This is an optimization exercise on Yosys and OpenROAD, whose aim is small area, not a production implementation.
In this exercise RTL edits were held to simulation tests only and were not proved equivalent to the original.
No activity file was given, so power comes from the tool's default toggle rates.

===== flow/config.mk =====
export PLATFORM = sky130hd
export DESIGN_NAME = aq_ifu_ibuf_queue
export DESIGN_NICKNAME = aq_ifu_ibuf_queue
export VERILOG_FILES = /design/flow/design.v
export SDC_FILE = /design/flow/constraint.sdc
export NUM_CORES = 4
export LEC_CHECK = 0
export CAP_MARGIN = 20
export CORE_MARGIN = 2
export CORE_UTILIZATION = 55
export PLACE_DENSITY = 0.65
export SLEW_MARGIN = 20

===== flow/constraint.sdc =====
create_clock -name core_clock -period 6.0 [get_ports {forever_cpuclk}]
set_input_delay 1.2000 -clock core_clock [delete_from_list [all_inputs] [get_ports {forever_cpuclk}]]
set_output_delay 1.2000 -clock core_clock [all_outputs]
set_load 0.01 [all_outputs]

===== flow/design.v =====
module aq_ifu_ibuf_queue #(
  parameter int DEPTH   = 16,
  parameter int CRT_NUM = 3,
  parameter int RET_NUM = 2,
  parameter int HINFO_W = 22,
  localparam int PTR_W  = $clog2(DEPTH),
  localparam int CNT_W  = $clog2(DEPTH+1)
) (
  input  logic                         forever_cpuclk,
  input  logic                         cpurst_b,
  input  logic                         ibuf_flush_en,
  input  logic [CRT_NUM-1:0]           ibuf_create_vld,
  input  logic [16*CRT_NUM-1:0]        ibuf_create_inst,
  input  logic [2*CRT_NUM-1:0]         ibuf_create_pred_taken,
  input  logic [HINFO_W*CRT_NUM-1:0]   ibuf_create_halt_info,
  input  logic [CRT_NUM-1:0]           ibuf_create_acc_err,
  input  logic [CRT_NUM-1:0]           ibuf_create_pgflt,
  output logic                         ibuf_create_rdy,
  input  logic [RET_NUM-1:0]           ibuf_retire_en,
  output logic [RET_NUM-1:0]           ibuf_head_vld,
  output logic [16*RET_NUM-1:0]        ibuf_head_inst,
  output logic [2*RET_NUM-1:0]         ibuf_head_pred_taken,
  output logic [HINFO_W*RET_NUM-1:0]   ibuf_head_halt_info,
  output logic [RET_NUM-1:0]           ibuf_head_acc_err,
  output logic [RET_NUM-1:0]           ibuf_head_pgflt,
  output logic [CNT_W-1:0]             ibuf_entry_cnt
);
  localparam int W = 16 + 2 + HINFO_W + 2;    
  logic [3:0] r_wptr, r_rptr;
  logic [4:0] r_cnt;
  logic [15:0][W-1:0] r_ent;
  logic [2:0][W-1:0] w_cdat;
  for (genvar k = 0; k < 3; k++) begin : g_cdat
    assign w_cdat[k] = {ibuf_create_pgflt[k], ibuf_create_acc_err[k],
                        ibuf_create_halt_info[HINFO_W*k +: HINFO_W],
                        ibuf_create_pred_taken[2*k +: 2],
                        ibuf_create_inst[16*k +: 16]};
  end
  logic w_rdy;
  assign w_rdy           = (r_cnt <= 5'd13);
  assign ibuf_create_rdy = w_rdy;
  assign ibuf_entry_cnt  = r_cnt;
  assign ibuf_head_vld[0] = (r_cnt != 5'd0);
  assign ibuf_head_vld[1] = (r_cnt[4:1] != 4'd0);
  logic w_acc, w_c1, w_c2, w_c3;
  assign w_acc = w_rdy & ~ibuf_flush_en;
  assign w_c1  = w_acc & ibuf_create_vld[0];
  assign w_c2  = w_c1 & ibuf_create_vld[1];
  assign w_c3  = w_c2 & ibuf_create_vld[2];
  logic [1:0] w_ccnt;
  assign w_ccnt = {w_c2, w_c1 & ~w_c2 | w_c3};
  logic w_r1, w_r2;
  assign w_r1 = ibuf_retire_en[0] & ibuf_head_vld[0];
  assign w_r2 = ibuf_retire_en[0] & ibuf_retire_en[1] & ibuf_head_vld[1];
  logic [1:0] w_rcnt;
  assign w_rcnt = {w_r2, w_r1 & ~w_r2};
  always_ff @(posedge forever_cpuclk or negedge cpurst_b) begin
    if (!cpurst_b) begin
      r_wptr <= '0;
      r_rptr <= '0;
      r_cnt  <= '0;
    end else if (ibuf_flush_en) begin
      r_wptr <= '0;
      r_rptr <= '0;
      r_cnt  <= '0;
    end else begin
      r_wptr <= r_wptr + {2'b0, w_ccnt};
      r_rptr <= r_rptr + {2'b0, w_rcnt};
      r_cnt  <= r_cnt + {3'b0, w_ccnt} - {3'b0, w_rcnt};
    end
  end
  logic [3:0][W-1:0] w_bdat;
  logic [3:0]        w_bwe;
  logic [3:0][1:0]   w_bslot;
  for (genvar b = 0; b < 4; b++) begin : g_bank
    logic [1:0] sel;
    assign sel = 2'(b) - r_wptr[1:0];
    assign w_bdat[b] = ({W{sel == 2'd0}} & w_cdat[0])
                     | ({W{sel == 2'd1}} & w_cdat[1])
                     | ({W{sel == 2'd2}} & w_cdat[2]);
    assign w_bwe[b]  = (sel == 2'd0) & w_c1
                     | (sel == 2'd1) & w_c2
                     | (sel == 2'd2) & w_c3;
    assign w_bslot[b] = r_wptr[3:2] + {1'b0, (2'(b) < r_wptr[1:0])};
  end
  always_ff @(posedge forever_cpuclk) begin
    for (int e = 0; e < 16; e++) begin
      if (w_bwe[e % 4] && (w_bslot[e % 4] == 2'(e / 4))) r_ent[e] <= w_bdat[e % 4];
    end
  end
  logic [2:0] w_eidx, w_oidx;
  assign w_oidx = r_rptr[3:1];
  assign w_eidx = r_rptr[3:1] + {2'b0, r_rptr[0]};
  logic [W-1:0] w_even, w_odd;
  always_comb begin
    w_even = '0;
    w_odd  = '0;
    for (int j = 0; j < 8; j++) begin
      w_even |= {W{w_eidx == 3'(j)}} & r_ent[2*j];
      w_odd  |= {W{w_oidx == 3'(j)}} & r_ent[2*j+1];
    end
  end
  logic [1:0][W-1:0] w_head;
  assign w_head[0] = r_rptr[0] ? w_odd  : w_even;
  assign w_head[1] = r_rptr[0] ? w_even : w_odd;
  for (genvar i = 0; i < 2; i++) begin : g_head
    assign ibuf_head_inst[16*i +: 16]                = w_head[i][15:0];
    assign ibuf_head_pred_taken[2*i +: 2]            = w_head[i][17:16];
    assign ibuf_head_halt_info[HINFO_W*i +: HINFO_W] = w_head[i][18 +: HINFO_W];
    assign ibuf_head_acc_err[i]                      = w_head[i][W-2];
    assign ibuf_head_pgflt[i]                        = w_head[i][W-1];
  end
endmodule

===== flow/run.sh =====
#!/bin/bash
# synth_recipe.tcl (not shown) runs the flow's synth.tcl, then flattens the netlist and writes it again
# the make line also repeats each setting of config.mk as NAME=value (left out here)
make -C /OpenROAD-flow-scripts/flow DESIGN_CONFIG=/design/flow/config.mk WORK_HOME=/design/flow/orfs CLKGATE_MAP_FILE= SYNTH_SCRIPT=/design/flow/synth_recipe.tcl finish

==> out/summary.txt, run 1 <==
Status - finished clean
Max Slew Vio Count - 0
Clock latency on the worst-skew pair - 0.62 ns
Mean post-synth cell area - 14.3 um^2
Hold WC Path Type - reg2reg
Relative slew slack - 30.1%
Chip height - 239 um
Clk buf depth - 3
Post-Syn Area - 30,400 um^2
Register area share after synthesis - 67.4%
Clock skew - 0.0209 ns
Crit end category - primary output
Fin Setup TNS - 0 ns
PwrDens - 426 nW/um^2
Post-route clock period utilization - 92.0%
Worst setup path endpoint - ibuf_head_halt_info[30]
Die area - 57,200 um^2
Number of synthesized flops with an enable pin - 672
Layout Nets - 2,500
Minimum clock period - 5.52 ns
DRC violations left - 0
Syn-to-layout area delta - 18.0%
Cts repair resizes - 0
Num ports - 226
FFs w/ async S/R, synth - 1.90%
WP buf/inv - 2
Cts bufs inserted - 72
Dpl hpwl - 62.6 mm
Number of detailed-route iterations in the first pass - 5
Clock slew at reported path FFs - 0.06 ns
Core area - 54,900 um^2
Fmax - 0.181 GHz
Busiest grt layer - met2
H-tree depth - 3
Number of library cell types mapped by synthesis - 56
Flop2flop setup slack - 2.55 ns
Largest net degree at the start of global routing - 123
Placer Congestion - 0.910
Site row count - 86
Peak VDD IR - 0.339 mV
Initial DRC count - 2,425
CP top delay family - buffers and inverters
Initial antenna violation count - 7
HP Start - r_cnt[0]
Reg2Reg Launch Point - r_wptr[0]
Grt ovf - 0
Vias in the first global route - 19,700
IO Port Bufs - 225
Hold_buf cts - 0
Vias - 20,200
Worst-Margin Slew - 1.05 ns
Worst path max stage delay - 0.82 ns
Dominant synthesized flop cell - edfxtp_1
GR Util met1 - 43.7%
Max Fanout on Critical Path - 42
Post-synthesis register bit count - 685
Crit path arrival time - 4.32 ns
Total track usage - 33.3%
Clock Tree Root - clkbuf_16
CP Cell Sequence - ha_2, buf_4, nor2_1, a21oi_1, a31oi_1, clkdlybuf4s50_1
Initial core utilization - 55.5%
Net Count, Synth - 2,278
Postcts setup bufs - 0
Critical path class - reg2out
Leak - 11.8 nW
First-pass GRT wire length - 135 mm
Finished Cell Area - 35,900 um^2
Met3 Track Usage GR - 5.89%
Ys Warns - 1
Worst r2r dst - r_ent[319]
Critical path depth in cells - 6
Clock Sink Count - 685
Final hold violation count - 0
Share of layout cells above drive strength 1 - 15.5%
CTS tree - done
RSZ-0062 raised after global routing - false
Vias/cell - 6.51
# setup viols final - 0
Beginning of the critical path - r_rptr[2]
Drt total wl - 94.8 mm
Post-DRT Antenna Nets - 0
GR Layer Usage met2 - 54.8%
CP startpoint kind - flip-flop
Chip width - 239 um
Area after DPL - 33,700 um^2
Crit path required time - 4.80 ns
Crit path max-delay cell type - nor2_1
Max Cap Viol - 0
Reg2reg path depth - 6
WL/cell - 30.6 um
Syn Inst Count - 2,122
[routing by layer]
metal	wire length [um]	up-vias	part of all wire [%]
li1	-	8705	-
met1	36100	10100	38
met2	45800	1211	48
met3	8580	166	9.0
met4	4250	12	4.5
met5	72	-	0.076
[stage by stage]
step | power [mW] | setup slack (ns) | instances | utilization, % | hold slack, ns
finish | 15.3 | 0.481 | 3102 | 65.4 | 0.754
global route | 15.8 | 0.319 | 3102 | 65.4 | 0.828
CTS | 15.3 | 0.390 | 3101 | 65.4 | 0.766
detailed placement | 11.1 | 1.05 | 2974 | 61.4 | 0.712
global placement | 11.0 | 1.09 | 2974 | 61.4 | 0.712
floorplan | 8.45 | 0.816 | 2122 | - | 0.580
[cells in the mapped netlist (3+ instances only)]
library cell	count	area share [%]
edfxtp_1	672	66
nand2_1	159	2.0
o21ai_0	140	2.3
nand3_1	123	2.0
mux2i_1	122	4.0
mux2_2	115	4.3
a21oi_1	105	1.7
nor2_1	101	1.2
clkbuf_1	93	1.1
mux4_2	56	4.1
nand2b_1	46	0.95
a22oi_1	40	0.99
a221oi_1	38	1.1
buf_2	36	0.59
a31oi_1	27	0.55
and3_1	26	0.53
o22ai_1	24	0.49
ha_1	18	0.74
inv_1	18	0.22
a211oi_1	16	0.39
buf_1	16	0.20
dfrtp_1	13	1.1
nor2b_1	13	0.27
and2_1	12	0.25
nor3_1	11	0.18
a22o_1	8	0.23
buf_4	8	0.20
xnor2_1	8	0.23
a32oi_1	6	0.17
a311oi_1	5	0.14
fa_1	4	0.26
nor4_1	4	0.082
xor2_1	4	0.12
a221o_1	3	0.099
o221ai_1	3	0.086
[state kept, by name (all words and copies together), names as in the netlist]
name	count
r_cnt	5
r_ent	672
r_rptr	4
r_wptr	4
[area by class of cell]
| type | count | area, um^2 |
|---|---|---|
| multi-input combinational | 1262 | 9350 |
| fill | 3935 | 19000 |
| timing repair buffer | 301 | 2860 |
| tap | 704 | 881 |
| clock buffer | 97 | 1930 |
| inverter | 22 | 82.6 |
| clock inverter | 30 | 289 |
| antenna | 1 | 2.50 |
| sequential | 685 | 20500 |
[kinds of logic after synthesis]
| family | after synthesis | synth area share (%) |
|---|---|---|
| flip-flops | 685 | 67.4 |
| XOR/XNOR | 13 | 0.399 |
| AND/OR/NAND/NOR | 505 | 7.73 |
| multiplexers | 293 | 12.4 |
| buffers and inverters | 175 | 2.40 |
| AO/OA/AOI/OAI | 429 | 8.70 |
| adder cells (fa/ha/maj) | 22 | 1.00 |
[cell usage in the layout, fill, tap and decap left out, types with 5 or more instances in the layout]
cell,netlist,final
mux4_2,56,56
mux2i_1,122,122
clkbuf_16,0,73
a22o_1,8,8
o21ai_0,140,140
nand2_1,159,159
inv_1,18,18
nand2b_1,46,46
edfxtp_1,672,672
dfrtp_1,13,7
a311oi_1,5,5
nor2_1,101,86
clkdlybuf4s50_1,0,225
a31oi_1,27,27
nor2b_1,13,12
a22oi_1,40,40
a32oi_1,6,6
and2_1,12,12
a211oi_1,16,16
o22ai_1,24,24
nor3_1,11,9
dfrtp_4,0,5
clkinv_1,2,16
ha_1,18,16
a221oi_1,38,38
a21oi_1,105,105
clkbuf_1,93,23
nand3_1,123,123
buf_4,8,73
nor2_4,0,14
xnor2_1,8,7
and3_1,26,26
mux2_2,115,115
[power by group]
| part | internal, mW | total, mW | switching, mW |
|---|---|---|---|
| Combinational | 2.22 | 5.32 | 3.10 |
| Sequential | 5.62 | 5.71 | 0.0935 |
| Clock | 2.44 | 4.27 | 1.83 |
[worst min-delay path, cell delays in order, from the launching register on]
cell and delay, ns:
dfrtp_1 0.42, ha_1 0.16, nor2b_1 0.13
[worst min path at each step]
stage / end / slack (ns) / cells after the start
detailed placement: r_cnt[0] / 0.71 / 2
floorplan: r_wptr[0] / 0.58 / 2
finish: r_cnt[0] / 0.75 / 2
global placement: r_cnt[0] / 0.71 / 2
global route: r_wptr[2] / 0.83 / 2
CTS: r_cnt[0] / 0.77 / 2
==> run 2: changes to the inputs <==
==> flow/flow/run.sh (new file) <==
#!/bin/bash
# Own layout flow: the standard ORFS flow, except that synthesis maps the
# logic with an area-oriented ABC script (flow/abc_area.script). Registers and
# everything before the ABC step are exactly the standard synthesis.
set -euo pipefail
W=$PWD
F=$W/flow
cat > $W/my_synth.tcl <<EOF
proc abc {args} {
  set i [lsearch -exact \$args -script]
  if {\$i >= 0} { lset args [expr {\$i + 1}] $F/abc_area.script }
  yosys abc {*}\$args
}
source $W/synth_recipe.tcl
EOF
EXTRA=()
[[ -f $F/make_vars.txt ]] && mapfile -t EXTRA < <(grep -v '^#' $F/make_vars.txt | grep -v '^$')
make -C $FLOW_HOME DESIGN_CONFIG=$FLOW_CONFIG WORK_HOME=$W/orfs CLKGATE_MAP_FILE= \
  SYNTH_SCRIPT=$W/my_synth.tcl "${EXTRA[@]}" finish > $W/make_finish.log 2>&1
R=$W/orfs/results/$FLOW_PLATFORM/aq_ifu_ibuf_queue/base
: # left out here: write the final layout as DEF
==> flow/flow/abc_area.script (new file) <==
strash
&get -n
&st
&dch
&nf -a -R 1000
&put
strash
dch
amap
topo
==> flow/flow/make_vars.txt (new file) <==
# extra ORFS make variables, one per line
BUFFER_PORTS_ARGS=-buffer_cell sky130_fd_sc_hd__buf_1
CTS_ARGS=-sink_clustering_enable -repair_clock_nets -dont_use_dummy_load
==> flow/standard.sh (new file) <==
#!/bin/bash
# synth_recipe.tcl (not shown) runs the flow's synth.tcl, then flattens the netlist and writes it again
# the make line also repeats each setting of config.mk as NAME=value (left out here)
make -C /OpenROAD-flow-scripts/flow DESIGN_CONFIG=/design/flow/config.mk WORK_HOME=/design/flow/orfs CLKGATE_MAP_FILE= SYNTH_SCRIPT=/design/flow/synth_recipe.tcl "${@:-finish}"
--- a/flow/config.mk
+++ b/flow/config.mk
@@ -7,6 +7,6 @@
 export LEC_CHECK = 0
 export CAP_MARGIN = 20
 export CORE_MARGIN = 2
-export CORE_UTILIZATION = 55
-export PLACE_DENSITY = 0.65
+export CORE_UTILIZATION = 65
+export PLACE_DENSITY = 0.75
 export SLEW_MARGIN = 20
removed: flow/run.sh
==> run 2 against run 1 <==
  * Clock power down 17%
  * Worst hold slack worse by 0.074 ns
  * Power fell by 11%
  * Sequential power grew 1%
  * Via count fell by 3.9%
  * Non-clock buffer count fell by 9
  * Largest cell class unchanged
  * Critical path depth increased by 4
  * First-iteration DRC count up 76%
  * Global-route usage up 2.5 points
  * Maximum frequency is 0.70% higher
  * Still clean on timing, DRC and antenna
  * Area after synthesis down 10%
  * Flip-flop and latch count did not move
  * Largest power group unchanged
==> out/summary.txt, run 2 <==
Net Count, Synth - 1,814
IO Port Bufs - 225
Initial antenna violation count - 5
Hold WC Path Type - reg2reg
Placer Congestion - 0.860
Largest reg by FF count - r_ent
Die area - 43,600 um^2
Finished Cell Area - 31,400 um^2
Max reg flops - 672
Commonest non-fill, non-tap cells in the layout - edfxtp_1 (672), a222oi_1 (304), buf_1 (226), clkinv_1 (215), nand2_1 (103)
Mean post-synth cell area - 16.4 um^2
Total power draw - 13.6 mW
Number of synthesized flops with an enable pin - 672
Peak VDD IR - 0.271 mV
Chip width - 209 um
Cts repair resizes - 0
CP startpoint kind - flip-flop
Final hold violation count - 0
DR WL met3 - 10.2 mm
Minimum clock period - 5.48 ns
Initial core utilization - 65.4%
Num ports - 226
Dominant synthesized flop cell - edfxtp_1
Number of detailed-route iterations in the first pass - 14
Max Slew Vio Count - 0
Syn-to-layout area delta - 15.2%
Number of library cell types mapped by synthesis - 27
# setup viols final - 0
Most common cell in the synthesized netlist - edfxtp_1
First-pass GRT wire length - 115 mm
Layout Nets - 2,176
Chip height - 209 um
PwrDens - 433 nW/um^2
H-tree depth - 3
Syn Inst Count - 1,658
Wire length on met1 - 27.1 mm
Ys Warns - 1
Drt total wl - 78.3 mm
Post-synthesis register bit count - 685
Critical path class - reg2out
Share of layout cells above drive strength 1 - 8.52%
WL/cell - 30.6 um
Share of the synthesized area in the top cell type - 74.0%
Cts bufs inserted - 68
Clock latency on the worst-skew pair - 0.59 ns
Regs by FF count - r_ent (672), r_cnt (5)
Dpl hpwl - 46.9 mm
Postcts setup bufs - 0
Vias in the first global route - 19,200
Worst-Margin Slew - 1.13 ns
Area after DPL - 29,700 um^2
Largest net degree at the start of global routing - 89
Max Cap Viol - 0
Post-Syn Area - 27,300 um^2
Register area share after synthesis - 75.2%
Pre-CTS WS - 1.18 ns
Clock skew - 0.0546 ns
Post-DRT Antenna Nets - 0
Core area - 41,700 um^2
Crit path arrival time - 4.28 ns
Fin Setup TNS - 0 ns
Grt ovf - 0
DR WL met2 - 37.5 mm
Leak - 9.83 nW
Vias - 19,400
CTS tree - done
RSZ-0062 raised after global routing - false
Top sig layer - met5
Status - finished clean
Fmax - 0.182 GHz
Synth top cells by count - edfxtp_1 (672), a222oi_1 (304), clkinv_1 (216)
Clock Sink Count - 685
Relative slew slack - 24.6%
Initial DRC count - 4,275
Clock slew at reported path FFs - 0.06 ns
Largest area contributor in the netlist - edfxtp_1
DRC violations left - 0
Crit end category - primary output
Top cells by area, synth - edfxtp_1 (74%), a222oi_1 (11%), clkinv_1 (3.0%)
Total track usage - 35.8%
FFs w/ async S/R, synth - 1.90%
Site row count - 75
Crit path required time - 4.80 ns
Clock Tree Root - clkbuf_16
Hold_buf cts - 0
Clk buf depth - 3
Max Fanout on Critical Path - 17
Vias/cell - 7.59
Commonest non-fill, non-tap cell in the layout - edfxtp_1
Final setup margin - 0.519 ns
Post-route clock period utilization - 91.3%
run 2: cells by family (layout without fill, tap and decap cells):
logic type      Yosys count  in the layout  synth area share [%]
other cells               0              2                     0
flops                   685            685                  75.2
compound gates          528            528                  17.3
simple gates            207            207                  3.38
buf+inv                 216            576                  2.97
fa+ha+maj                22             22                  1.12
run 2: where the power goes:
part | leakage (nW) | total (mW) | internal, mW | switching (mW)
Clock | 0.838 | 3.56 | 1.99 | 1.57
Combinational | 2.69 | 4.24 | 1.33 | 2.91
Sequential | 6.30 | 5.79 | 5.72 | 0.0732
Total | 9.83 | 13.6 | 9.04 | 4.55
run 2: layer usage:
metal / global-route usage, % / vias up
met5: 0 / -
li1: - / 8036
met1: 47.9 / 9436
met2: 57.5 / 1685
met4: 18.0 / 6
met3: 6.16 / 261
run 2: metrics by stage:
stage | utilization [%] | hold slack (ns) | std cells
global route | 75.4 | 0.689 | 2559
detailed placement | 71.3 | 0.660 | 2489
finish | 75.4 | 0.680 | 2559
global placement | 71.3 | 0.646 | 2488
floorplan | - | 0.533 | 1658
CTS | 75.3 | 0.669 | 2557
run 2: worst paths after layout:
| check | start | slack [ns] | to | depth (start not counted) |
|---|---|---|---|---|
| setup / recovery | r_rptr[1] | 0.52 | ibuf_head_halt_info[23] | 10 |
| hold reg to reg | r_rptr[3] | 0.68 | r_rptr[3] | 1 |
| max in group asynchronous | cpurst_b | 4.56 | r_rptr[0] | 1 |
| min in group asynchronous | cpurst_b | 0.76 | r_rptr[1] | 1 |
| setup reg to reg | r_wptr[1] | 2.25 | r_ent[264] | 9 |
| hold / removal | r_rptr[3] | 0.68 | r_rptr[3] | 1 |
run 2: layout make-up:
type                    instances  area [um^2]
diodes                          2         5.00
clock buffers                  68         1700
fillers                      2543        10300
inverters                     216          812
multi-input cells             757         6230
flip-flops and latches        685        20500
well taps                     539          674
repair buffers                292         1470
run 2: critical path: stages, from the launching register on:
cell	delay, ns
dfrtp_1	0.51
ha_1	0.26
ha_1	0.53
clkinv_1	0.38
nor3_4	0.97
buf_4	0.34
a222oi_1	0.11
nand2_1	0.09
a2111oi_0	0.09
o22ai_1	0.21
buf_1	0.21
==> run 3: changes to the inputs <==
--- a/flow/design.v
+++ b/flow/design.v
@@ -70,22 +70,30 @@
     end
   end
   logic [3:0][W-1:0] w_bdat;
-  logic [3:0]        w_bwe;
+  logic [3:0]        w_bwe, w_breach;
   logic [3:0][1:0]   w_bslot;
   for (genvar b = 0; b < 4; b++) begin : g_bank
     logic [1:0] sel;
     assign sel = 2'(b) - r_wptr[1:0];
-    assign w_bdat[b] = ({W{sel == 2'd0}} & w_cdat[0])
-                     | ({W{sel == 2'd1}} & w_cdat[1])
-                     | ({W{sel == 2'd2}} & w_cdat[2]);
+    assign w_bdat[b] = ~(({W{sel == 2'd0}} & w_cdat[0])
+                       | ({W{sel == 2'd1}} & w_cdat[1])
+                       | ({W{sel == 2'd2}} & w_cdat[2]));
     assign w_bwe[b]  = (sel == 2'd0) & w_c1
                      | (sel == 2'd1) & w_c2
                      | (sel == 2'd2) & w_c3;
     assign w_bslot[b] = r_wptr[3:2] + {1'b0, (2'(b) < r_wptr[1:0])};
+    assign w_breach[b] = w_rdy & (sel != 2'd3);
+  end
+  logic [15:0] w_we, w_hold;
+  for (genvar e = 0; e < 16; e++) begin : g_we
+    logic hit;
+    assign hit       = (w_bslot[e % 4] == 2'(e / 4));
+    assign w_we[e]   = w_bwe[e % 4] & hit;
+    assign w_hold[e] = ~(w_breach[e % 4] & hit);
   end
   always_ff @(posedge forever_cpuclk) begin
     for (int e = 0; e < 16; e++) begin
-      if (w_bwe[e % 4] && (w_bslot[e % 4] == 2'(e / 4))) r_ent[e] <= w_bdat[e % 4];
+      r_ent[e] <= ({W{w_we[e]}} & w_bdat[e % 4]) | ({W{w_hold[e]}} & r_ent[e]);
     end
   end
   logic [2:0] w_eidx, w_oidx;
@@ -101,8 +109,8 @@
     end
   end
   logic [1:0][W-1:0] w_head;
-  assign w_head[0] = r_rptr[0] ? w_odd  : w_even;
-  assign w_head[1] = r_rptr[0] ? w_even : w_odd;
+  assign w_head[0] = ~(r_rptr[0] ? w_odd  : w_even);
+  assign w_head[1] = ~(r_rptr[0] ? w_even : w_odd);
   for (genvar i = 0; i < 2; i++) begin : g_head
     assign ibuf_head_inst[16*i +: 16]                = w_head[i][15:0];
     assign ibuf_head_pred_taken[2*i +: 2]            = w_head[i][17:16];
==> flow/flow/run.sh (replaced) <==
#!/bin/bash
# Own layout flow: the standard ORFS flow, except for the ABC step of
# synthesis. Registers and everything before ABC are exactly the standard
# synthesis. ABC then runs twice:
#  1. on the load/hold select logic in front of each payload flip-flop
#     (the cells within three levels of a dfxtp D pin), with a cell
#     library restricted so that it maps to and-or cells (flow/abc_ff.script);
#  2. on the rest of the logic, with an area-oriented script
#     (flow/abc_area.script).
# Extra ORFS make variables come from flow/make_vars.txt.
set -euo pipefail
W=$PWD
F=$W/flow
cat > $W/my_synth.tcl <<EOF
proc abc {args} {
  set i [lsearch -exact \$args -script]
  set a1 \$args
  set a2 \$args
  lset a1 [expr {\$i + 1}] $F/abc_ff.script
  lset a2 [expr {\$i + 1}] $F/abc_area.script
  foreach p {*o22ai* *o21ai* *o2bb2* *a2bb2* *mux2* *o22a_* *a22oi* *o211* *a211* *o221* *a221*} {
    lappend a1 -dont_use \$p
  }
  yosys select -set ffd t:sky130_fd_sc_hd__dfxtp_1 %ci1:+sky130_fd_sc_hd__dfxtp_1\[D\] %ci3 t:\\\$_* %i
  yosys abc {*}\$a1 @ffd
  yosys abc {*}\$a2
}
source $W/synth_recipe.tcl
EOF
EXTRA=()
[[ -f $F/make_vars.txt ]] && mapfile -t EXTRA < <(grep -v '^#' $F/make_vars.txt | grep -v '^$')
make -C $FLOW_HOME DESIGN_CONFIG=$FLOW_CONFIG WORK_HOME=$W/orfs CLKGATE_MAP_FILE= \
  SYNTH_SCRIPT=$W/my_synth.tcl "${EXTRA[@]}" finish > $W/make_finish.log 2>&1
R=$W/orfs/results/$FLOW_PLATFORM/aq_ifu_ibuf_queue/base
: # left out here: write the final layout as DEF
==> flow/flow/abc_area.script (replaced) <==
strash
dch
amap
topo
==> flow/flow/abc_ff.script (new file) <==
strash
&get -n
&nf -a
&put
==> flow/flow/make_vars.txt (replaced) <==
# extra ORFS make variables, one per line
BUFFER_PORTS_ARGS=-buffer_cell sky130_fd_sc_hd__buf_1
CTS_ARGS=-sink_clustering_enable -repair_clock_nets -dont_use_dummy_load -buf_list {sky130_fd_sc_hd__clkbuf_4 sky130_fd_sc_hd__clkbuf_8} -sink_clustering_size 16 -sink_clustering_max_diameter 45
--- a/flow/config.mk
+++ b/flow/config.mk
@@ -5,8 +5,8 @@
 export SDC_FILE = /design/flow/constraint.sdc
 export NUM_CORES = 4
 export LEC_CHECK = 0
-export CAP_MARGIN = 20
+export CAP_MARGIN = 10
 export CORE_MARGIN = 2
 export CORE_UTILIZATION = 65
 export PLACE_DENSITY = 0.75
-export SLEW_MARGIN = 20
+export SLEW_MARGIN = 10
==> run 3 against run 2 <==
  * Worst hold slack got worse by 0.20 ns
  * Combinational power rose by 14%
  * Sequential share of layout area fell by 18 points
  * Routed wire length rose by 28%
  * Die area fell by 4.5%
  * Register-to-register slack got worse by 0.16 ns
  * Clock skew rose by 0.046 ns
  * Clock power fell by 33%
  * Maximum frequency fell by 2.9%
  * Critical path type unchanged
  * Largest cell class unchanged
==> out/summary.txt, run 3 <==
Status - finished clean
Non-filler instance count after layout - 3,125
Clock latency on the worst-skew pair - 0.76 ns
Largest net degree at the start of global routing - 73
Reg2Reg Launch Point - r_wptr[1]
Register area share after synthesis - 53.0%
Post-DRT Antenna Nets - 0
Mean post-synth cell area - 11.6 um^2
Post-Syn Area - 26,000 um^2
Flop2flop setup slack - 2.09 ns
Core area - 39,600 um^2
Chip height - 204 um
Reg area - 13,800 um^2
Beginning of the critical path - r_rptr[1]
Max Cap Viol - 0
Critical path depth in cells - 11
Most common cell in the synthesized netlist - a22o_1
Chip width - 204 um
Worst setup path endpoint - ibuf_head_halt_info[27]
Crit end category - primary output
Grt ovf - 0
Number of synthesized flops with an enable pin - 0
Clk buf depth - 3
IO Port Bufs - 225
Fmax - 0.177 GHz
Placer Congestion - 0.866
N_diodes - 0
Max Slew Vio Count - 0
Ys Warns - 1
Placed insts - 3,062
Worst-Margin Slew - 1.25 ns
Site row count - 73
Share of the synthesized area in the top cell type - 51.7%
Net Count, Synth - 2,396
CP top delay family - buffers and inverters
Layout Nets - 2,758
WP buf/inv - 3
Initial DRC count - 6,247
CP startpoint kind - flip-flop
PwrDens - 446 nW/um^2
Commonest non-fill, non-tap cell in the layout - a22o_1
Total track usage - 46.6%
Top cells by area, synth - dfxtp_1 (52%), a22o_1 (24%), a222oi_1 (10%)
Initial core utilization - 65.6%
Finished Core Util - 73.4%
Crit path arrival time - 4.44 ns
Drt total wl - 101 mm
Clock Tree Root - clkbuf_8
Vias - 25,900
Crit path max-delay cell type - nor3_4
Fin Setup TNS - 0 ns
Vias in the first global route - 25,100
WL/cell - 32.2 um
Reg2reg path depth - 8
Critical path class - reg2out
Minimum clock period - 5.64 ns
Dpl hpwl - 54.8 mm
Post-route clock period utilization - 94.0%
# fillers - 2,850
Worst r2r dst - r_ent[405]
DRC violations left - 0
Number of detailed-route iterations in the first pass - 15
H-tree depth - 2
Area of the multi-input gates - 12,200 um^2
Max Fanout on Critical Path - 16
Regs by FF count - r_ent (672), r_cnt (5)
Clock slew at reported path FFs - 0.07 ns
Leak - 10.7 nW
Initial antenna violation count - 0
Hold_buf cts - 0
Largest area contributor in the netlist - dfxtp_1
RSZ-0062 raised after global routing - false
Vias/cell - 8.30
CTS tree - done
Dominant synthesized flop cell - dfxtp_1
CP Cell Sequence - ha_1, ha_1, nor2_1, a21oi_2, clkinv_1, nor3_4, buf_4, a222oi_1, nand4_1, o22ai_1, buf_1
Max reg flops - 672
Synth top cells by count - a22o_1 (710), dfxtp_1 (672), a222oi_1 (264)
Num ports - 226
Largest reg by FF count - r_ent
# setup viols final - 0
Number of library cell types mapped by synthesis - 24
Share of layout cells above drive strength 1 - 6.27%
First-pass GRT wire length - 149 mm
Clock skew - 0.101 ns
Syn Inst Count - 2,240
Syn-to-layout area delta - 11.9%
Post-synthesis register bit count - 685
Relative slew slack - 16.2%
Hold WC Path Type - reg2reg
Die area - 41,600 um^2
Peak VDD IR - 0.555 mV
Worst path max stage delay - 0.70 ns
Final hold violation count - 0
CP most frequent cell - ha_1
Crit path required time - 4.80 ns
Clock Sink Count - 685
Commonest non-fill, non-tap cells in the layout - a22o_1 (710), dfxtp_1 (672), a222oi_1 (264), buf_1 (225), nand2_1 (112)
FFs w/ async S/R, synth - 1.90%
Cts bufs inserted - 61
run 3: cell types whose count changed after synthesis, moves of 44 or more:
cell | previous run | this run
a22o_1 | 15 | 710
a22oi_1 | 14 | 66
clkinv_1 | 216 | 65
nand4_1 | 0 | 44
edfxtp_1 | 672 | 0
dfxtp_1 | 0 | 672
run 3: final cells by class:
class                   count  area share (%)
flip-flops and latches    685            47.4
multi-input cells        1490            41.9
clock buffers              61            2.88
repair buffers            299            4.81
well taps                 525            2.26
inverters                  65           0.838
run 3: power breakdown:
| part | switching [mW] | internal [mW] |
|---|---|---|
| Clock | 1.48 | 0.900 |
| Sequential | 0.467 | 5.31 |
| Combinational | 3.23 | 1.59 |
| Total | 5.18 | 7.80 |
run 3: cell families after synthesis:
group / count (synthesis) / share of synthesized area (%)
simple gates: 279 / 4.96
compound gates: 1189 / 39.9
fa+ha+maj: 22 / 1.17
buf+inv: 65 / 0.938
flops: 685 / 53.0
run 3: routing by layer:
metal	vias to the layer above	part of all wire [%]	global-route usage [%]
li1	10500	-	-
met1	12200	35	60.5
met2	2610	42	69.3
met3	542	16	14.4
met4	0	6.1	26.2
met5	-	0	0.238
run 3: worst min path at each step:
| stage | start | to | slack [ns] | depth (start not counted) |
|---|---|---|---|---|
| detailed placement | r_ent[612] | r_ent[612] | 0.45 | 1 |
| finish | r_ent[347] | r_ent[347] | 0.48 | 1 |
| global placement | r_ent[572] | r_ent[572] | 0.45 | 1 |
| floorplan | r_ent[167] | r_ent[167] | 0.44 | 1 |
| CTS | r_ent[11] | r_ent[11] | 0.47 | 1 |
| global route | r_ent[235] | r_ent[235] | 0.48 | 1 |
run 3: repair_timing:
| action | 4_1_cts | 5_1_grt |
|---|---|---|
| resized for setup | 0 | 1 |
| setup buffers | 0 | 2 |
| setup endpoints to repair | 0 | 68 |
run 3: metrics by stage:
| step | power (mW) | hold slack [ns] | area, um^2 | setup WS [ns] |
|---|---|---|---|---|
| after floorplan | 8.57 | 0.438 | 26100 | 0.160 |
| after global placement | 10.3 | 0.452 | 28200 | 1.00 |
| after detailed placement | 10.4 | 0.453 | 28200 | 0.817 |
| after CTS | 12.7 | 0.474 | 29100 | 0.0903 |
| after global routing | 13.4 | 0.485 | 29100 | 0.228 |
| final | 13.0 | 0.475 | 29100 | 0.358 |
==> run 4: changes to the inputs <==
==> flow/flow/abc_area.script (replaced) <==
strash
dch
amap -F 1000
topo
==> flow/flow/make_vars.txt (replaced) <==
# extra ORFS make variables, one per line
BUFFER_PORTS_ARGS=-buffer_cell sky130_fd_sc_hd__buf_1
CTS_ARGS=-sink_clustering_enable -repair_clock_nets -dont_use_dummy_load -buf_list {sky130_fd_sc_hd__clkbuf_8 sky130_fd_sc_hd__clkbuf_16} -root_buf sky130_fd_sc_hd__clkbuf_16 -tree_buf sky130_fd_sc_hd__clkbuf_16 -sink_clustering_buffer sky130_fd_sc_hd__clkbuf_8 -sink_clustering_size 16 -sink_clustering_max_diameter 45
==> run 4 against run 3 <==
  * Still clean on timing, DRC and antenna
  * Setup slack better by 0.48 ns
  * Combinational power down 2%
  * Maximum frequency up 9.2%
  * Register-to-register slack worse by 0.32 ns
  * Count of clock-buffer cells in the layout unchanged
  * Utilization up 0.19 points
  * Sequential share of layout area about the same
  * Clock power up 4%
  * Area after synthesis down 0.30%
  * Final area about the same
  * Global-route usage up 0.49 points
  * Flip-flop and latch count unchanged
  * Largest cell class unchanged
  * Highest routed layer unchanged
==> out/summary.txt, run 4 <==
Status - finished clean
Syn-to-layout area delta - 12.3%
Largest net degree at the start of global routing - 92
Layout Nets - 2,750
WL/cell - 32.5 um
Mean post-synth cell area - 11.6 um^2
Area of the multi-input gates - 12,100 um^2
Max Fanout on Critical Path - 42
DRC violations left - 0
CP most frequent cell - ha_1
CTS tree - done
Fmax - 0.194 GHz
Peak VDD IR - 0.474 mV
Critical path class - reg2out
Vias - 26,200
Crit path arrival time - 3.97 ns
Clock skew - 0.0629 ns
# setup viols final - 0
Clock Tree Root - clkbuf_16
Ys Warns - 1
Vias in the first global route - 25,100
Drt total wl - 102 mm
Core area - 39,500 um^2
Net Count, Synth - 2,389
Cts repair resizes - 0
Worst path max stage delay - 0.68 ns
Placer Congestion - 0.889
Total track usage - 47.1%
Final hold violation count - 0
Chip height - 204 um
Dominant synthesized flop cell - dfxtp_1
Leak - 10.6 nW
Site row count - 73
Finished Cell Area - 29,100 um^2
Initial antenna violation count - 2
# fillers - 2,870
Regs by FF count - r_ent (672), r_cnt (5)
Post-DRT Antenna Nets - 0
Minimum clock period - 5.17 ns
CP top delay family - buffers and inverters
Commonest non-fill, non-tap cells in the layout - a22o_1 (672), dfxtp_1 (672), a222oi_1 (280), buf_1 (225), nand2_1 (121)
Syn Inst Count - 2,233
Clock slew at reported path FFs - 0.06 ns
Worst-Margin Slew - 1.22 ns
H-tree depth - 2
Number of library cell types mapped by synthesis - 25
CP startpoint kind - flip-flop
Hold_buf cts - 0
Cts bufs inserted - 61
Max Cap Viol - 0
Chip width - 204 um
Postcts setup bufs - 0
Hold WC Path Type - reg2reg
RSZ-0062 raised after global routing - false
Max Slew Vio Count - 0
Share of the synthesized area in the top cell type - 51.9%
Reg area - 13,800 um^2
Relative slew slack - 18.1%
Initial DRC count - 6,192
First-pass GRT wire length - 151 mm
Num ports - 226
Share of layout cells above drive strength 1 - 6.17%
Top cells by area, synth - dfxtp_1 (52%), a22o_1 (23%), a222oi_1 (11%)
Grt ovf - 0
Clock latency on the worst-skew pair - 0.61 ns
CP Cell Sequence - ha_1, ha_1, clkinv_1, nor3_4, buf_4, a222oi_1, nand4_1, o22ai_1, buf_1
Crit path max-delay cell type - buf_4
Area after DPL - 28,200 um^2
Largest reg by FF count - r_ent
Number of detailed-route iterations in the first pass - 14
Initial core utilization - 65.6%
Post-synthesis register bit count - 685
Synth top cells by count - a22o_1 (672), dfxtp_1 (672), a222oi_1 (280)
Number of synthesized flops with an enable pin - 0
Clk buf depth - 3
Crit end category - primary output
Fin Setup TNS - 0 ns
Dpl hpwl - 56.3 mm
Max reg flops - 672
Die area - 41,500 um^2
Post-route clock period utilization - 86.1%
WP buf/inv - 3
Register area share after synthesis - 53.1%
Crit path required time - 4.80 ns
Largest area contributor in the netlist - dfxtp_1
FFs w/ async S/R, synth - 1.90%
PwrDens - 445 nW/um^2
Clock Sink Count - 685
Post-Syn Area - 25,900 um^2
IO Port Bufs - 225
Vias/cell - 8.41
-- run 4: area by class of cell --
type                    count  area share [%]
inverters                  65           0.838
multi-input cells        1483            41.5
diodes                      3          0.0258
flip-flops and latches    685            47.3
repair buffers            298            4.91
clock buffers              61            3.08
well taps                 525            2.26
-- run 4: power breakdown --
part / switching, mW / total [mW] / internal [mW] / leakage (nW)
Clock: 1.49 / 2.47 / 0.985 / 0.464
Combinational: 3.21 / 4.73 / 1.52 / 4.54
Sequential: 0.465 / 5.76 / 5.30 / 5.62
-- run 4: kinds of logic after synthesis --
family / share of synthesized area, %
buffers and inverters: 0.941
AO/OA/AOI/OAI: 39.4
XOR/XNOR: 0.0676
AND/OR/NAND/NOR: 5.24
flip-flops: 53.1
adder cells (fa/ha/maj): 1.18
-- run 4: through the flow --
stage                     hold slack (ns)  setup WS [ns]  instances  total power, mW  util [%]
final                               0.476          0.834       3120             13.0      73.6
after detailed placement            0.453           1.55       3056             10.3      71.3
after floorplan                     0.438          0.109       2233             8.43         -
after global routing                0.482          0.740       3119             13.3      73.6
after CTS                           0.474          0.932       3117             12.7      73.6
after global placement              0.451           1.66       3056             10.1      71.3
-- run 4: final timing paths --
check	from	end	slack (ns)	cells past startpoint
worst max-delay path	r_rptr[1]	ibuf_head_acc_err[0]	0.83	9
worst min-delay path	r_ent[521]	r_ent[521]	0.48	1
worst max register to register	r_wptr[1]	r_ent[19]	1.77	9
worst min register to register	r_ent[521]	r_ent[521]	0.48	1
max in group asynchronous	cpurst_b	r_rptr[0]	4.73	1
min in group asynchronous	cpurst_b	r_rptr[0]	0.69	1
-- run 4: layer usage --
metal	part of all wire, %	GRT usage, %	wire length [um]
met1	35	62.0	35700
met2	42	70.0	43000
met3	17	13.7	17200
met4	5.6	25.4	5640
met5	0	0	0
==> run 5: changes to the inputs <==
--- a/flow/design.v
+++ b/flow/design.v
@@ -26,7 +26,7 @@
   output logic [CNT_W-1:0]             ibuf_entry_cnt
 );
   localparam int W = 16 + 2 + HINFO_W + 2;    
-  logic [3:0] r_wptr, r_rptr;
+  logic [3:0] r_rptr, w_wptr;
   logic [4:0] r_cnt;
   logic [15:0][W-1:0] r_ent;
   logic [2:0][W-1:0] w_cdat;
@@ -54,34 +54,34 @@
   assign w_r2 = ibuf_retire_en[0] & ibuf_retire_en[1] & ibuf_head_vld[1];
   logic [1:0] w_rcnt;
   assign w_rcnt = {w_r2, w_r1 & ~w_r2};
+  logic [2:0] w_delta;
+  assign w_delta = {1'b0, w_ccnt} - {1'b0, w_rcnt};
   always_ff @(posedge forever_cpuclk or negedge cpurst_b) begin
     if (!cpurst_b) begin
-      r_wptr <= '0;
       r_rptr <= '0;
       r_cnt  <= '0;
     end else if (ibuf_flush_en) begin
-      r_wptr <= '0;
       r_rptr <= '0;
       r_cnt  <= '0;
     end else begin
-      r_wptr <= r_wptr + {2'b0, w_ccnt};
       r_rptr <= r_rptr + {2'b0, w_rcnt};
-      r_cnt  <= r_cnt + {3'b0, w_ccnt} - {3'b0, w_rcnt};
+      r_cnt  <= r_cnt + {{2{w_delta[2]}}, w_delta};
     end
   end
+  assign w_wptr = r_rptr + r_cnt[3:0];
   logic [3:0][W-1:0] w_bdat;
   logic [3:0]        w_bwe, w_breach;
   logic [3:0][1:0]   w_bslot;
   for (genvar b = 0; b < 4; b++) begin : g_bank
     logic [1:0] sel;
-    assign sel = 2'(b) - r_wptr[1:0];
+    assign sel = 2'(b) - w_wptr[1:0];
     assign w_bdat[b] = ~(({W{sel == 2'd0}} & w_cdat[0])
                        | ({W{sel == 2'd1}} & w_cdat[1])
                        | ({W{sel == 2'd2}} & w_cdat[2]));
     assign w_bwe[b]  = (sel == 2'd0) & w_c1
                      | (sel == 2'd1) & w_c2
                      | (sel == 2'd2) & w_c3;
-    assign w_bslot[b] = r_wptr[3:2] + {1'b0, (2'(b) < r_wptr[1:0])};
+    assign w_bslot[b] = w_wptr[3:2] + {1'b0, (2'(b) < w_wptr[1:0])};
     assign w_breach[b] = w_rdy & (sel != 2'd3);
   end
   logic [15:0] w_we, w_hold;
==> flow/flow/make_vars.txt (replaced) <==
# extra ORFS make variables, one per line
BUFFER_PORTS_ARGS=-buffer_cell sky130_fd_sc_hd__buf_1
CTS_ARGS=-sink_clustering_enable -repair_clock_nets -dont_use_dummy_load -buf_list {sky130_fd_sc_hd__clkbuf_8 sky130_fd_sc_hd__clkbuf_16} -root_buf sky130_fd_sc_hd__clkbuf_16 -tree_buf sky130_fd_sc_hd__clkbuf_16 -sink_clustering_buffer sky130_fd_sc_hd__clkbuf_8 -sink_clustering_size 16 -sink_clustering_max_diameter 45
ADDER_MAP_FILE=
--- a/flow/config.mk
+++ b/flow/config.mk
@@ -5,8 +5,8 @@
 export SDC_FILE = /design/flow/constraint.sdc
 export NUM_CORES = 4
 export LEC_CHECK = 0
-export CAP_MARGIN = 10
+export CAP_MARGIN = 25
 export CORE_MARGIN = 2
 export CORE_UTILIZATION = 65
 export PLACE_DENSITY = 0.75
-export SLEW_MARGIN = 10
+export SLEW_MARGIN = 25
==> run 5 against run 4 <==
  * Still clean on timing, DRC and antenna
  * Synthesized cell count fell by 0.22%
  * First-iteration DRC count rose by 7.9%
  * Final area decreased by 1.0%
  * Largest power group is now combinational logic
  * Via count grew 0.73%
  * Area after synthesis fell by 1.2%
  * Count of clock-buffer cells in the layout fell by 3
  * Register-to-register slack got worse by 1.0 ns
  * Setup slack worse by 0.58 ns
==> out/summary.txt, run 5 <==
Status - finished clean
Final setup margin - 0.255 ns
Initial core utilization - 66.1%
Vias in the first global route - 24,300
Minimum clock period - 5.75 ns
Register area share after synthesis - 53.4%
Number of synthesized flops with an enable pin - 0
Clock slew at reported path FFs - 0.05 ns
Relative slew slack - 25.9%
RSZ-0062 raised after global routing - false
Crit path max-delay cell type - buf_4
Worst path max stage delay - 0.77 ns
Dpl hpwl - 56.8 mm
Synth top cells by count - a22o_1 (672), dfxtp_1 (672), a222oi_1 (301)
Hold_buf cts - 0
Clock Tree Root - clkbuf_16
Post-Syn Area - 25,600 um^2
Mean post-synth cell area - 11.5 um^2
First-pass GRT wire length - 148 mm
Chip width - 202 um
Die area - 41,000 um^2
Net Count, Synth - 2,362
Cts repair resizes - 0
Share of the synthesized area in the top cell type - 52.5%
Syn Inst Count - 2,228
CP most frequent cell - buf_4
Crit end category - primary output
Critical path class - reg2out
Share of layout cells above drive strength 1 - 6.26%
Crit path required time - 4.80 ns
Finished Cell Area - 28,800 um^2
Largest net degree at the start of global routing - 88
# setup viols final - 0
Ys Warns - 1
Final hold violation count - 0
Chip height - 202 um
Initial DRC count - 6,682
Largest reg by FF count - r_ent
Num ports - 226
Peak VDD IR - 0.941 mV
DRC violations left - 0
Drt total wl - 101 mm
Syn-to-layout area delta - 12.5%
WP buf/inv - 4
Worst-Margin Slew - 1.10 ns
Pre-CTS WS - 1.00 ns
Layout Nets - 2,723
Top cells by area, synth - dfxtp_1 (53%), a22o_1 (23%), a222oi_1 (12%)
Clock latency on the worst-skew pair - 0.60 ns
CP top delay family - buffers and inverters
Fin Setup TNS - 0 ns
Number of detailed-route iterations in the first pass - 17
Largest area contributor in the netlist - dfxtp_1
Max Fanout on Critical Path - 87
H-tree depth - 2
Post-synthesis register bit count - 681
CP Cell Sequence - clkinv_2, buf_4, a21oi_1, or2_0, nor2_4, buf_4, a222oi_1, nand4_1, o22ai_1, buf_1
Placer Congestion - 0.923
Post-route clock period utilization - 95.8%
Fmax - 0.174 GHz
Total track usage - 46.9%
Leak - 10.6 nW
IO Port Bufs - 225
Cts bufs inserted - 58
Clock Sink Count - 681
Post-DRT Antenna Nets - 0
Max Cap Viol - 0
CP startpoint kind - flip-flop
Clk buf depth - 3
Postcts setup bufs - 0
Regs by FF count - r_ent (672), r_cnt (5), r_rptr (4)
Clock skew - 0.0473 ns
PwrDens - 646 nW/um^2
Area after DPL - 28,000 um^2
Vias - 26,400
Site row count - 72
Vias/cell - 8.50
Number of library cell types mapped by synthesis - 23
Dominant synthesized flop cell - dfxtp_1
Initial antenna violation count - 2
Max reg flops - 672
Core area - 38,700 um^2
FFs w/ async S/R, synth - 1.32%
Worst hold slack - 0.477 ns
# fillers - 2,758
Crit path arrival time - 4.55 ns
WL/cell - 32.5 um
Hold WC Path Type - reg2reg
Max Slew Vio Count - 0
Grt ovf - 0
CTS tree - done
Commonest non-fill, non-tap cells in the layout - a22o_1 (672), dfxtp_1 (672), a222oi_1 (301), buf_1 (225), nand2_1 (149)
[run 5: cell types whose count changed after synthesis, moves of 3 or more]
cell / before / now
a222oi_1: 280 / 301
a22oi_1: 116 / 79
clkinv_1: 65 / 56
dfrtp_1: 13 / 9
fa_1: 4 / 0
ha_1: 18 / 0
nand2_1: 121 / 149
nor2_1: 26 / 42
nor2b_1: 6 / 1
nor3_1: 28 / 13
o21ai_0: 10 / 18
o22ai_1: 84 / 95
or2_0: 2 / 6
or3_1: 10 / 7
[run 5: final cells by class]
| cell class | instances | area (um^2) | area share, % |
|---|---|---|---|
| inverter | 56 | 214 | 0.742 |
| sequential | 681 | 13700 | 47.5 |
| clock buffer | 58 | 855 | 2.97 |
| timing repair buffer | 301 | 1530 | 5.30 |
| tap | 518 | 648 | 2.25 |
| antenna | 2 | 5.00 | 0.0174 |
| multi-input combinational | 1491 | 11900 | 41.2 |
[run 5: report_power, final]
| part | leakage (nW) | internal (mW) | switching [mW] |
|---|---|---|---|
| registers | 5.61 | 6.09 | 0.950 |
| clock network | 0.443 | 0.943 | 1.48 |
| logic | 4.59 | 2.93 | 6.22 |
[run 5: path summary, 6_finish.rpt]
| kind | cells after the start | from | to | slack, ns |
|---|---|---|---|---|
| max | 10 | r_rptr[0] | ibuf_head_halt_info[36] | 0.25 |
| min | 1 | r_ent[90] | r_ent[90] | 0.48 |
| max reg2reg | 13 | r_rptr[1] | r_ent[291] | 0.75 |
| min reg2reg | 1 | r_ent[90] | r_ent[90] | 0.48 |
| max in group asynchronous | 1 | cpurst_b | r_rptr[0] | 5.00 |
| min in group asynchronous | 1 | cpurst_b | r_cnt[2] | 0.57 |
[run 5: stage by stage]
step	cells	power [mW]	utilization, %
2_1_floorplan	2228	12.2	-
3_3_place_gp	3042	15.4	71.9
3_5_place_dp	3047	15.7	72.2
4_1_cts	3105	18.0	74.4
5_1_grt	3107	19.1	74.4
6_report	3107	18.6	74.4
[run 5: worst reg2reg max path, delay by kind of cell, from the launching register on]
kind	cells	cell delay, ns
flops	1	0.53
simple gates	4	0.74
compound gates	4	1.10
buf+inv	5	2.77
[run 5: kinds of logic after synthesis]
kind of cell,count (synthesis),synth area share [%]
buffers and inverters,56,0.821
and+or+nand+nor,309,5.60
DFF,681,53.4
AOI/OAI and AO/OA,1182,40.2
[run 5: layer usage]
layer	share of wire [%]	up-vias	GRT usage, %
met3	17	549	12.6
li1	-	10500	-
met4	6.1	0	26.0
met2	42	2859	69.3
met1	35	12500	62.6
met5	0	-	0
==> run 6: changes to the inputs <==
--- a/flow/config.mk
+++ b/flow/config.mk
@@ -7,6 +7,6 @@
 export LEC_CHECK = 0
 export CAP_MARGIN = 25
 export CORE_MARGIN = 2
-export CORE_UTILIZATION = 65
-export PLACE_DENSITY = 0.75
+export CORE_UTILIZATION = 75
+export PLACE_DENSITY = 0.85
 export SLEW_MARGIN = 25
==> run 6 against run 5 <==
  * Die area decreased by 13%
  * Highest routed layer unchanged
  * Count of clock-buffer cells in the layout shrank 4
  * Clock skew increased by 0.022 ns
  * Still clean on timing, DRC and antenna
  * Critical path depth increased by 1
  * Combinational power increased by 0.4%
  * Routed wire length shrank 1.2%
==> out/summary.txt, run 6 <==
Ys Warns - 1
Chip height - 189 um
Worst r2r dst - r_ent[185]
Leak - 10.6 nW
Total track usage - 53.7%
Worst Hold Depth - 1
Top cells by area, synth - dfxtp_1 (53%), a22o_1 (23%), a222oi_1 (12%)
Clock power share - 12.5%
Net Count, Synth - 2,362
Num ports - 226
Peak VDD IR - 1.37 mV
CP Cell Sequence - clkinv_1, nor2_1, nand2_1, a22oi_1, clkinv_1, nor2_4, buf_4, a222oi_1, nand4_1, o22ai_1, buf_1
Regs by FF count - r_ent (672), r_cnt (5), r_rptr (4)
Dpl hpwl - 55.0 mm
Syn-to-layout area delta - 12.0%
Worst path max stage delay - 0.56 ns
Register area share after synthesis - 53.4%
First-pass GRT wire length - 148 mm
Layout Nets - 2,719
Clock skew - 0.0689 ns
Post-synthesis register bit count - 681
Register share of total power - 37.9%
Clock latency on the worst-skew pair - 0.59 ns
Clock Sink Count - 681
RSZ-0062 raised after global routing - false
Hold_buf cts - 0
Psw - 8.63 mW
Internal - 9.91 mW
CP top delay family - buffers and inverters
Critical path class - reg2out
Fin Setup TNS - 0 ns
Initial antenna violation count - 2
Site row count - 67
PwrDens - 647 nW/um^2
Core area - 33,600 um^2
Cts repair resizes - 0
Share of layout cells above drive strength 1 - 6.04%
Sw frac - 46.6%
WP buf/inv - 4
Post-DRT Antenna Nets - 0
Crit path max-delay cell type - nor2_4
WL/cell - 32.9 um
H-tree depth - 2
Relative slew slack - 29.8%
Crit path arrival time - 4.58 ns
HP Start - r_ent[578]
Vias/cell - 8.93
Comb pwr share - 49.6%
Crit end category - primary output
Die area - 35,600 um^2
Vias in the first global route - 25,800
Postcts setup bufs - 0
Drt total wl - 100 mm
Number of library cell types mapped by synthesis - 23
CP most frequent cell - clkinv_1
Max Cap Viol - 0
Commonest non-fill, non-tap cells in the layout - a22o_1 (672), dfxtp_1 (672), a222oi_1 (301), buf_1 (225), nand2_1 (149)
Largest net degree at the start of global routing - 67
# setup viols final - 0
Largest area contributor in the netlist - dfxtp_1
Placer Congestion - 0.941
Fmax - 0.173 GHz
Syn Inst Count - 2,228
Status - finished clean
Number of detailed-route iterations in the first pass - 20
Flop2flop setup slack - 1.00 ns
Reg2Reg Launch Point - r_rptr[1]
Hold WC Path Type - reg2reg
Final hold violation count - 0
Minimum clock period - 5.78 ns
Cts bufs inserted - 54
Chip width - 189 um
Post-Syn Area - 25,600 um^2
Number of synthesized flops with an enable pin - 0
Clock slew at reported path FFs - 0.07 ns
Dominant synthesized flop cell - dfxtp_1
Grt ovf - 0
Post-route clock period utilization - 96.4%
IO Port Bufs - 225
CP startpoint kind - flip-flop
Max Slew Vio Count - 0
Crit path required time - 4.80 ns
Vias - 27,100
Mean post-synth cell area - 11.5 um^2
Initial core utilization - 76.2%
Worst-Margin Slew - 1.05 ns
Endpoint, Worst Hold - r_ent[578]
Reg2reg path depth - 14
CTS tree - done
DRC violations left - 0
Clock Tree Root - clkbuf_16
Finished Core Util - 85.3%
Largest reg by FF count - r_ent
FFs w/ async S/R, synth - 1.32%
Initial DRC count - 7,455
Synth top cells by count - a22o_1 (672), dfxtp_1 (672), a222oi_1 (301)
Max Fanout on Critical Path - 26
Share of the synthesized area in the top cell type - 52.5%
Clk buf depth - 3
Max reg flops - 672
## run 6: cells by family (layout without fill, tap and decap cells)
kind of cell,Yosys count,after routing,synth area share [%]
and+or+nand+nor,309,309,5.60
buffers and inverters,56,411,0.821
AOI/OAI and AO/OA,1182,1182,40.2
DFF,681,681,53.4
other,0,3,0
## run 6: cell type report
class	instances	area, um^2
flip-flops and latches	681	13700
multi-input cells	1491	11900
fillers	1878	4940
repair buffers	301	1520
clock buffers	54	800
well taps	448	561
inverters	56	211
diodes	3	7.51
## run 6: worst max path at each step
stage | startpoint | endpoint | slack, ns | cells after the start
floorplan | r_rptr[0] | r_ent[546] | 0.06 | 7
global placement | ibuf_flush_en | r_ent[300] | 1.16 | 10
detailed placement | r_rptr[1] | ibuf_head_halt_info[30] | 1.06 | 11
CTS | r_rptr[1] | ibuf_head_halt_info[36] | 0.48 | 11
global route | r_rptr[1] | ibuf_head_halt_info[15] | 0.20 | 11
finish | r_rptr[1] | ibuf_head_halt_info[38] | 0.22 | 11
## run 6: through the flow
step	total power, mW	area (um^2)	setup WS (ns)	instances	hold WS (ns)
final	18.5	28700	0.219	3034	0.474
after global routing	18.9	28700	0.201	3031	0.485
after CTS	17.8	28600	0.484	3025	0.476
after detailed placement	15.5	27800	1.06	2971	0.453
after global placement	15.1	27700	1.16	2970	0.451
after floorplan	12.2	25700	0.0587	2228	0.438
## run 6: metal layers
layer,track usage (%),share of wire (%),vias to the layer above
met4,37.5,8.1,0
li1,-,-,10500
met1,65.7,32,12400
met3,20.4,18,823
met5,0,0,-
met2,78.2,42,3268
## run 6: power groups by stage
| stage | logic, mW | registers (mW) | clock network [mW] |
|---|---|---|---|
| after CTS | 8.59 | 6.92 | 2.27 |
| final | 9.20 | 7.02 | 2.33 |
| after detailed placement | 8.54 | 6.97 | 0 |
| after floorplan | 5.43 | 6.78 | 0 |
| after global routing | 9.37 | 7.10 | 2.43 |
| after global placement | 8.19 | 6.91 | 0 |
==> run 7: changes to the inputs <==
--- a/flow/config.mk
+++ b/flow/config.mk
@@ -7,6 +7,6 @@
 export LEC_CHECK = 0
 export CAP_MARGIN = 25
 export CORE_MARGIN = 2
-export CORE_UTILIZATION = 75
-export PLACE_DENSITY = 0.85
+export CORE_UTILIZATION = 80
+export PLACE_DENSITY = 0.9
 export SLEW_MARGIN = 25
==> run 7 against run 6 <==
  * Setup slack gained 0.22 ns
  * Count of clock-buffer cells in the layout is the same
  * Final cell count shrank 2.0%
  * Global-route usage grew 3.9 points
==> out/summary.txt, run 7 <==
Register area share after synthesis - 53.4%
Clk buf depth - 3
Final setup margin - 0.434 ns
Minimum clock period - 5.57 ns
CP startpoint kind - flip-flop
Post-DRT Antenna Nets - 0
Clock skew - 0.0562 ns
Fmax - 0.180 GHz
Clock latency on the worst-skew pair - 0.59 ns
Post-route clock period utilization - 92.8%
WL/cell - 34.0 um
Reg2Reg Launch Point - r_rptr[0]
Number of synthesized flops with an enable pin - 0
Hold WC Path Type - reg2reg
Fin Setup TNS - 0 ns
Worst Hold Depth - 1
Clock Sink Count - 681
Site row count - 65
Share of the synthesized area in the top cell type - 52.5%
Cts repair resizes - 0
Max reg flops - 672
RSZ-0062 raised after global routing - false
Clock Tree Root - clkbuf_16
Ys Warns - 1
Drt total wl - 101 mm
Total track usage - 57.6%
Finished Core Util - 90.1%
Total power draw - 18.7 mW
Post-synthesis register bit count - 681
Layout Nets - 2,706
Peak VDD IR - 2.08 mV
Syn-to-layout area delta - 11.0%
Leak - 10.5 nW
Max Fanout on Critical Path - 46
Critical path class - reg2out
HP Start - r_ent[286]
Number of library cell types mapped by synthesis - 23
First-pass GRT wire length - 150 mm
Largest net degree at the start of global routing - 87
CTS tree - done
Synth top cells by count - a22o_1 (672), dfxtp_1 (672), a222oi_1 (301)
Post-Syn Area - 25,600 um^2
Share of layout cells above drive strength 1 - 5.60%
# setup viols final - 0
Dpl hpwl - 54.7 mm
IO Port Bufs - 225
Endpoint, Worst Hold - r_ent[286]
Chip height - 183 um
Worst-Margin Slew - 1.17 ns
Initial antenna violation count - 1
Placer Congestion - 0.921
Largest reg by FF count - r_ent
Die area - 33,500 um^2
Initial core utilization - 81.1%
DRC violations left - 0
Max Slew Vio Count - 0
H-tree depth - 2
Syn Inst Count - 2,228
Crit path required time - 4.80 ns
Relative slew slack - 21.8%
PwrDens - 659 nW/um^2
Core area - 31,600 um^2
Flop2flop setup slack - 1.03 ns
Postcts setup bufs - 0
Mean post-synth cell area - 11.5 um^2
Hold_buf cts - 0
Net Count, Synth - 2,362
FFs w/ async S/R, synth - 1.32%
Status - finished clean
Worst hold slack - 0.477 ns
Crit path arrival time - 4.37 ns
Regs by FF count - r_ent (672), r_cnt (5), r_rptr (4)
Commonest non-fill, non-tap cells in the layout - a22o_1 (672), dfxtp_1 (672), a222oi_1 (301), buf_1 (225), nand2_1 (149)
Vias - 27,800
Cts bufs inserted - 54
Top cells by area, synth - dfxtp_1 (53%), a22o_1 (23%), a222oi_1 (12%)
Number of detailed-route iterations in the first pass - 21
Final hold violation count - 0
Worst r2r dst - r_ent[108]
Grt ovf - 0
Reg2reg path depth - 12
Vias in the first global route - 26,800
Num ports - 226
Vias/cell - 9.36
Max Cap Viol - 0
Largest area contributor in the netlist - dfxtp_1
Pre-CTS WS - 1.13 ns
Initial DRC count - 7,950
Dominant synthesized flop cell - dfxtp_1
Crit end category - primary output
Clock slew at reported path FFs - 0.07 ns
Chip width - 183 um
-- run 7: worst max path at each step --
| stage | from | to | depth (start not counted) |
|---|---|---|---|
| floorplan | r_rptr[0] | r_ent[546] | 7 |
| global placement | ibuf_flush_en | r_ent[418] | 10 |
| detailed placement | ibuf_flush_en | r_ent[200] | 10 |
| CTS | r_rptr[0] | ibuf_head_halt_info[12] | 12 |
| global route | r_rptr[1] | ibuf_head_halt_info[34] | 11 |
| finish | r_rptr[0] | ibuf_head_halt_info[12] | 12 |
-- run 7: final cells by class --
class	count	area [um^2]
Sequential cell	681	13700
Multi-Input combinational cell	1491	11900
Fill cell	1414	3140
Timing Repair Buffer	288	1340
Clock buffer	54	800
Tap cell	402	503
Inverter	56	213
Antenna cell	1	2.50
-- run 7: critical path: stages, from the launching register on --
cell and delay [ns]:
dfrtp_2 0.36, buf_4 0.46, clkinv_2 0.17, nor2_1 0.25
nand2_1 0.14, a22oi_1 0.54, clkinv_1 0.33, nor2_4 0.15
buf_4 0.59, a222oi_1 0.24, nand4_1 0.24, o22ai_1 0.12
buf_1 0.19
-- run 7: power breakdown --
part	leakage, nW	switching (mW)	internal [mW]
Clock	0.414	1.46	0.886
Combinational	4.49	6.38	2.90
Sequential	5.61	0.996	6.09
-- run 7: per-layer routing --
| metal | routed length (um) | GRT usage [%] | vias up |
|---|---|---|---|
| met1 | 31200 | 71.2 | 12400 |
| met4 | 9590 | 42.2 | 0 |
| li1 | - | - | 10500 |
| met5 | 0 | 0 | - |
| met2 | 40400 | 82.1 | 3723 |
| met3 | 20000 | 22.1 | 1133 |
-- run 7: logic make-up (layout without fill, tap and decap cells) --
group | Yosys count | in the layout | synth area share (%)
and+or+nand+nor | 309 | 309 | 5.60
buffers and inverters | 56 | 398 | 0.821
DFF | 681 | 681 | 53.4
AOI/OAI and AO/OA | 1182 | 1182 | 40.2
other | 0 | 1 | 0
-- run 7: through the flow --
stage          cells  instance area (um^2)
2_1_floorplan   2228                 25700
3_3_place_gp    2916                 27600
3_5_place_dp    2917                 27600
4_1_cts         2971                 28400
5_1_grt         2972                 28400
6_report        2973                 28400

==> afterwards: timing with drivers on the ports <==
How much do the figures lean on ideal ports? The routed layouts below were timed once more, with nothing changed but the port constraints.
Step 1 (the two cells are an assumption about what drives the block):
set clk [get_ports {forever_cpuclk}]
set_driving_cell -lib_cell sky130_fd_sc_hd__clkbuf_16 $clk
set_driving_cell -lib_cell sky130_fd_sc_hd__buf_2 [delete_from_list [all_inputs] $clk]
Step 2, shift: input delay + t, output delay - t, t = (earliest + latest rising clock arrival at the registers) / 2. This alone moves slack from input paths to output paths.
Slacks: ideal ports / drivers / drivers and shift; pairs: ideal ports / drivers.
| run | t (ns) | slack for setup (ns) | worst setup path after step 2 | worst data-port slew with drivers (ns) | cell pins on the clock port's net |
|---|---|---|---|---|---|
| run 1 | 0.662 | 0.481 / 0.423 / 1.085 | register to output | 0.13 | 1 |
| run 2 | 0.617 | 0.519 / 0.462 / 1.080 | register to output | 0.09 | 1 |
| run 3 | 0.770 | 0.358 / 0.298 / 1.068 | register to output | 0.07 | 1 |
| run 4 | 0.639 | 0.834 / 0.774 / 1.414 | register to output | 0.10 | 1 |
| run 5 | 0.633 | 0.255 / 0.198 / 0.749 | register to register | 0.10 | 1 |
| run 6 | 0.609 | 0.219 / 0.163 / 0.771 | register to output | 0.09 | 1 |
| run 7 | 0.617 | 0.434 / 0.376 / 0.646 | input to register | 0.10 | 1 |
After both steps every run listed still meets setup and hold.
